Source: an optimization exercise on an open RTL-to-GDS flow (aim: small area, a short achievable clock period and few clock cycles per item). Production flows keep margins and buffers that such runs may drop. Function was checked by simulation only, so behaviour that the tests miss may differ from the original. Power and IR drop assume default switching activity.

## cpu_core
module cpu_core #(
	parameter int ADDR_W = 9,
	parameter logic [ADDR_W-1:0] RESET_PC = '0
) (
	input wire clk,
	input wire rst_n,
	output logic wb_cyc,
	output logic wb_stb,
	output logic wb_we,
	output logic [ADDR_W-1:0] wb_adr,
	output bus_pkg::word_t wb_dat_o,
	output logic [3:0] wb_sel,
	input wire bus_pkg::word_t wb_dat_i,
	input wire wb_ack
);
Size: about 2100 cells after synthesis, about 620 flip-flops, roughly 83 I/O pins, about 0.028 sq mm of cells after synthesis.
==> flow/config.mk <==
export PLATFORM = sky130hd
export DESIGN_NAME = cpu_core
export DESIGN_NICKNAME = cpu_core
export VERILOG_FILES = /design/flow/design.v
export SDC_FILE = /design/flow/constraint.sdc
export NUM_CORES = 4
export LEC_CHECK = 0
export CAP_MARGIN = 20
export CELL_PAD_IN_SITES_DETAIL_PLACEMENT = 1
export CELL_PAD_IN_SITES_GLOBAL_PLACEMENT = 1
export CORE_MARGIN = 2
export CORE_UTILIZATION = 35
export CTS_BUF_LIST = sky130_fd_sc_hd__clkbuf_8
export CTS_CLUSTER_DIAMETER = 50
export CTS_CLUSTER_SIZE = 12
export PLACE_DENSITY = 0.5
export SETUP_SLACK_MARGIN = 4.0
export SLEW_MARGIN = 20
export TNS_END_PERCENT = 5
==> flow/constraint.sdc <==
create_clock -name core_clock -period 6.0 [get_ports {clk}]
set_input_delay 1.2000 -clock core_clock [delete_from_list [all_inputs] [get_ports {clk}]]
set_output_delay 1.2000 -clock core_clock [all_outputs]
set_load 0.01 [all_outputs]
run.sh (not shown) runs the stock make flow with config.mk's settings and CLKGATE_MAP_FILE= SYNTH_SCRIPT=/design/flow/synth_recipe.tcl, a recipe that flattens the netlist after the stock synthesis.
The first run finished clean.
Testbench counts at the start, summed over its fixed seeds: cycles 7,689, instrs 3,072.
Rerun with:
- CORE_UTILIZATION: 35 -> 45
- PLACE_DENSITY: 0.5 -> 0.6
- SETUP_SLACK_MARGIN: 4.0 -> 3.2
Effect: Design area came out lower by 3.9%. Cell count came out lower by 9.0%. First-iteration DRC count came out higher by 15%. Sequential power barely changes. Register-to-register slack is better by 20 ps. Wire length came out lower by 6.3%. Setup slack is worse by 12 ps. Critical path depth came out lower by 5. Global-route usage came out higher by 6.6 points. Area after synthesis stays the same. Clock-buffer cell count came out lower by 12.
Rerun with:
- CORE_UTILIZATION: 45 -> 35
- CTS_BUF_LIST: sky130_fd_sc_hd__clkbuf_8 -> sky130_fd_sc_hd__clkbuf_8 sky130_fd_sc_hd__clkbuf_16
- CTS_CLUSTER_DIAMETER: 50 -> 60
- CTS_CLUSTER_SIZE: 12 -> 16
- PLACE_DENSITY: 0.6 -> 0.5
What happened:
- The changed run passed the timing, DRC and antenna checks
- sequential share of layout area falls by 2.4 points
- global-route usage fell by 6.7 points
- power goes up by 11%
- combinational power grows by about 4%
- non-clock buffer count increases by 29
- cell count rose by 8.4%
Rerun with:
- CTS_BUF_LIST: sky130_fd_sc_hd__clkbuf_8 sky130_fd_sc_hd__clkbuf_16 -> sky130_fd_sc_hd__clkbuf_8
- CTS_CLUSTER_DIAMETER: 60 -> 50
- CTS_CLUSTER_SIZE: 16 -> 12
Setup slack improves by 3.7 ps; via count went up slightly; utilization went up by 0.17 points; synthesized area stays the same; first-iteration DRC count went down by a few percent; fmax stays flat; count of clock-buffer cells in the layout went up by 33; clock skew went up by 22 ps; power went down slightly; critical path depth is unchanged.
Rerun with:
- CTS_CLUSTER_DIAMETER: 50 -> 60
- CTS_CLUSTER_SIZE: 12 -> 16
Worst hold slack hardly moves.
Utilization is lower by 1.1 points.
Via count is lower slightly.
Cell count is lower slightly.
Power is lower by a little under a tenth.
Clock skew stays flat.
Routed wire length is lower slightly.

* * *

Setup of job 101:
The RTL this note starts from:
==> flow/design.v <==
`default_nettype none
package bus_pkg;
	localparam int WORD_W = 32;
	typedef logic [WORD_W-1:0] word_t;
	localparam int SEL_W = WORD_W / 8;
	localparam logic [SEL_W-1:0] SEL_ALL = '1;
endpackage
`default_nettype wire
`default_nettype none
package isa_pkg;
	localparam int OPC_W = 5;
	localparam int REG_IDX_W = 4;
	localparam int IMM_W = 19;
	typedef logic [REG_IDX_W-1:0] reg_idx_t;
	localparam logic [OPC_W-1:0] OP_LD = 5'd0;
	localparam logic [OPC_W-1:0] OP_LDI = 5'd1;
	localparam logic [OPC_W-1:0] OP_ST = 5'd2;
	localparam logic [OPC_W-1:0] OP_ADD = 5'd3;
	typedef struct packed {
		logic [OPC_W-1:0] opcode;
		reg_idx_t ra;
		reg_idx_t rb;
		logic [IMM_W-1:0] imm;
	} mem_fmt_t;
	typedef struct packed {
		logic [OPC_W-1:0] opcode;
		reg_idx_t ra;
		reg_idx_t rb;
		reg_idx_t rc;
		logic [IMM_W-REG_IDX_W-1:0] unused;
	} reg_fmt_t;
	typedef union packed {
		mem_fmt_t mem_fmt;
		reg_fmt_t reg_fmt;
	} instr_u;
	typedef enum logic [2:0] {
		CLS_NOP, CLS_LOAD, CLS_LOAD_IMM, CLS_STORE, CLS_ADD
	} op_class_e;
endpackage
`default_nettype wire
`timescale 1ns/1ps
`default_nettype none
module cpu_core #(
	parameter int ADDR_W = 9,
	parameter logic [ADDR_W-1:0] RESET_PC = '0
) (
	input wire clk,
	input wire rst_n,
	output logic wb_cyc,
	output logic wb_stb,
	output logic wb_we,
	output logic [ADDR_W-1:0] wb_adr,
	output bus_pkg::word_t wb_dat_o,
	output logic [3:0] wb_sel,
	input wire bus_pkg::word_t wb_dat_i,
	input wire wb_ack
);
	localparam int W = bus_pkg::WORD_W;
	localparam int NR = 16;
	localparam int IW = isa_pkg::IMM_W;
	localparam int AW = ADDR_W;
	logic run;  
	logic mem_ph;  
	logic we;  
	logic exe;  
	logic [AW-1:0] pc;  
	logic [AW-1:0] ma;  
	logic [3:0] ir_ra;
	bus_pkg::word_t op_a, op_b, sd;
	logic [W-1:0] rf [NR];
	logic [NR-1:0] rv;
	logic [4:0] n_opc;
	logic [3:0] n_ra, n_rb, n_rx;
	logic [IW-1:0] n_imm;
	logic n_ld, n_ldi, n_st, n_add, n_mem, n_bz;
	logic fetch_done, accept, rf_we;
	logic uses_b, uses_x, hit;
	logic [NR-1:0] sel_a, sel_b;
	bus_pkg::word_t rd_a, rd_b, nop_a, nop_b, sum, wdata;
	logic [AW-1:0] maddr;
	assign n_opc = wb_dat_i[31:27];
	assign n_ra = wb_dat_i[26:23];
	assign n_rb = wb_dat_i[22:19];
	assign n_imm = wb_dat_i[IW-1:0];
	assign n_ld = (n_opc == isa_pkg::OP_LD);
	assign n_ldi = (n_opc == isa_pkg::OP_LDI);
	assign n_st = (n_opc == isa_pkg::OP_ST);
	assign n_add = (n_opc == isa_pkg::OP_ADD);
	assign n_mem = n_ld || n_st;
	assign n_bz = !n_add && (n_rb == 4'd0);
	assign n_rx = n_add ? wb_dat_i[18:15] : n_ra;  
	assign fetch_done = run && wb_ack && !mem_ph;
	assign uses_b = n_add || ((n_ld || n_ldi || n_st) && !n_bz);
	assign uses_x = n_add || n_st;
	assign hit = exe && ((uses_b && ir_ra == n_rb) || (uses_x && ir_ra == n_rx));
	assign accept = fetch_done && !hit;
	always_comb begin
		for (int k = 0; k < NR; k++) begin
			sel_a[k] = (n_rb == k) && rv[k] && !n_bz;
			sel_b[k] = (n_rx == k) && rv[k];
		end
		rd_a = '0;
		rd_b = '0;
		for (int k = 0; k < NR; k++) begin
			rd_a = rd_a | ({W{sel_a[k]}} & rf[k]);
			rd_b = rd_b | ({W{sel_b[k]}} & rf[k]);
		end
	end
	assign nop_a = rd_a;
	assign nop_b = n_ldi ? {{(W - IW){n_imm[IW-1]}}, n_imm} : rd_b;
	always_comb begin
		logic [AW-1:0] x, y, g, t, p, h, tt, hn, tn;
		x = rd_a[AW-1:0];
		y = n_imm[AW-1:0];
		g = x & y;
		t = x | y;
		p = x ^ y;
		h = g;
		tt = {t[AW-2:0], 1'b1};
		for (int d = 1; d < AW; d = d * 2) begin
			hn = h;
			tn = tt;
			for (int i = 0; i < AW; i++) begin
				if ((i & d) != 0) begin
					hn[i] = h[i] | (tt[i] & h[(i & ~(2 * d - 1)) + d - 1]);
					tn[i] = tt[i] & tt[(i & ~(2 * d - 1)) + d - 1];
				end
			end
			h = hn;
			tt = tn;
		end
		maddr[0] = p[0];
		for (int i = 1; i < AW; i++)
			maddr[i] = h[i-1] ? (p[i] ^ t[i-1]) : p[i];
	end
	assign sum = op_a + op_b;
	always_ff @(posedge clk or negedge rst_n) begin
		if (!rst_n) begin
			run <= 1'b0;
			mem_ph <= 1'b0;
			we <= 1'b0;
			exe <= 1'b0;
			pc <= RESET_PC;
		end else begin
			run <= 1'b1;
			exe <= accept && (n_add || n_ldi);
			if (run && wb_ack && mem_ph) begin
				mem_ph <= 1'b0;
				we <= 1'b0;
			end
			if (accept) begin
				mem_ph <= n_mem;
				we <= n_st;
				pc <= pc + 1'b1;
			end
		end
	end
	always_ff @(posedge clk) begin
		op_a <= nop_a;
		op_b <= nop_b;
		if (fetch_done) begin
			ir_ra <= n_ra;
			sd <= rd_b;
			ma <= maddr;
		end
	end
	assign rf_we = mem_ph ? !we : exe;
	assign wdata = mem_ph ? wb_dat_i : sum;
	always_ff @(posedge clk or negedge rst_n) begin
		if (!rst_n)
			rv <= '0;
		else if (rf_we)
			rv[ir_ra] <= 1'b1;
	end
	for (genvar k = 0; k < NR; k++) begin : g_rf
		always_ff @(posedge clk) begin
			if (rf_we && ir_ra == k)
				rf[k] <= wdata;
		end
	end
	assign wb_cyc = run;
	assign wb_stb = run;
	assign wb_we = we;
	assign wb_adr = mem_ph ? ma : pc;
	assign wb_dat_o = sd;
	assign wb_sel = bus_pkg::SEL_ALL;
endmodule
`default_nettype wire
Settings: LEC_CHECK=0, CAP_MARGIN=20, CELL_PAD_IN_SITES_DETAIL_PLACEMENT=1, CELL_PAD_IN_SITES_GLOBAL_PLACEMENT=1, CORE_MARGIN=2, CORE_UTILIZATION=35, CTS_BUF_LIST=sky130_fd_sc_hd__clkbuf_8, CTS_CLUSTER_DIAMETER=50, CTS_CLUSTER_SIZE=12, PLACE_DENSITY=0.5, SETUP_SLACK_MARGIN=3.2, SLEW_MARGIN=20, TNS_END_PERCENT=1; clock period 6.0 ns.
Job 101 | status: complete | timing, DRC, antenna: pass
Testbench counts of job 101, summed over its fixed seeds: cycles 7,689, instrs 3,072.
Inputs modified between job 101 and job 102:
Settings: a change of TNS_END_PERCENT from 1 to 5.
Findings:
Job 102 finished all stages; the layout is clean.
Routed length per placed instance of job 101 is on par with job 102.
Job 102 vs job 101, depth of the most critical reg-to-reg path went down by 3.
Job 102 against job 101; count of clock-net buffers in the final layout is down by more than 10%.
Switching power: higher on job 101
Wire length of job 101 is on par with job 102.
Number of gates resized after CTS grows by a little under 10% when moving from job 101 to job 102.
Power: job 102 draws less than job 101
Of the two values seen for critical path capture point, pc[1] was produced by job 102 and op_b[7] by job 101.
Any difference in global routing usage summed across all routing layers between job 102 and job 101 is small enough to ignore.
Job 102 gives more combinational power than job 101 did.
Delta (job 102 minus job 101): worst setup slack after placement saw a decrease, footprint of the multi-input gates went up by 220 um^2.

-- port drivers added, routing unchanged --
How much do the figures lean on ideal ports? The routed layouts below were timed once more, with nothing changed but the port constraints. Step 1 sets driving cells, clkbuf_16 on the clock port and buf_2 on the other inputs (assumed; they add their load-dependent delay and slew). Step 2 moves the port delays by t, midway between the first and last clock arrival at a register: inputs arrive t later, outputs are due t later. That takes back most of the time a late clock gives input paths. Slacks: ideal / step 1 / step 2; pairs: ideal / step 1.
run | t, ns | setup WS [ns] | latest minus earliest clock arrival (ns) | worst register clock-pin slew, ns
the first run of note 1 | 0.758 | 2.634 / 2.634 / 2.159 | 0.040 / 0.041 | 0.08 / 0.08
the second run of note 1 | 0.744 | 2.622 / 2.649 / 1.920 | 0.049 / 0.049 | 0.09 / 0.09
the third run of note 1 | 0.718 | 2.689 / 2.689 / 2.070 | 0.029 / 0.029 | 0.08 / 0.08
the fourth run of note 1 | 0.768 | 2.693 / 2.693 / 2.116 | 0.049 / 0.049 | 0.09 / 0.09
the fifth run of note 1 | 0.796 | 2.550 / 2.550 / 2.047 | 0.047 / 0.047 | 0.11 / 0.11
job 101 | 0.774 | 2.699 / 2.718 / 1.944 | 0.037 / 0.038 | 0.08 / 0.08
job 102 | 0.786 | 2.691 / 2.716 / 1.929 | 0.054 / 0.055 | 0.09 / 0.09
After both steps setup and hold are still met in every run listed. For job 102, which loses most, drivers alone change the setup slack by +0.025 ns; drivers and shift together by -0.762 ns.
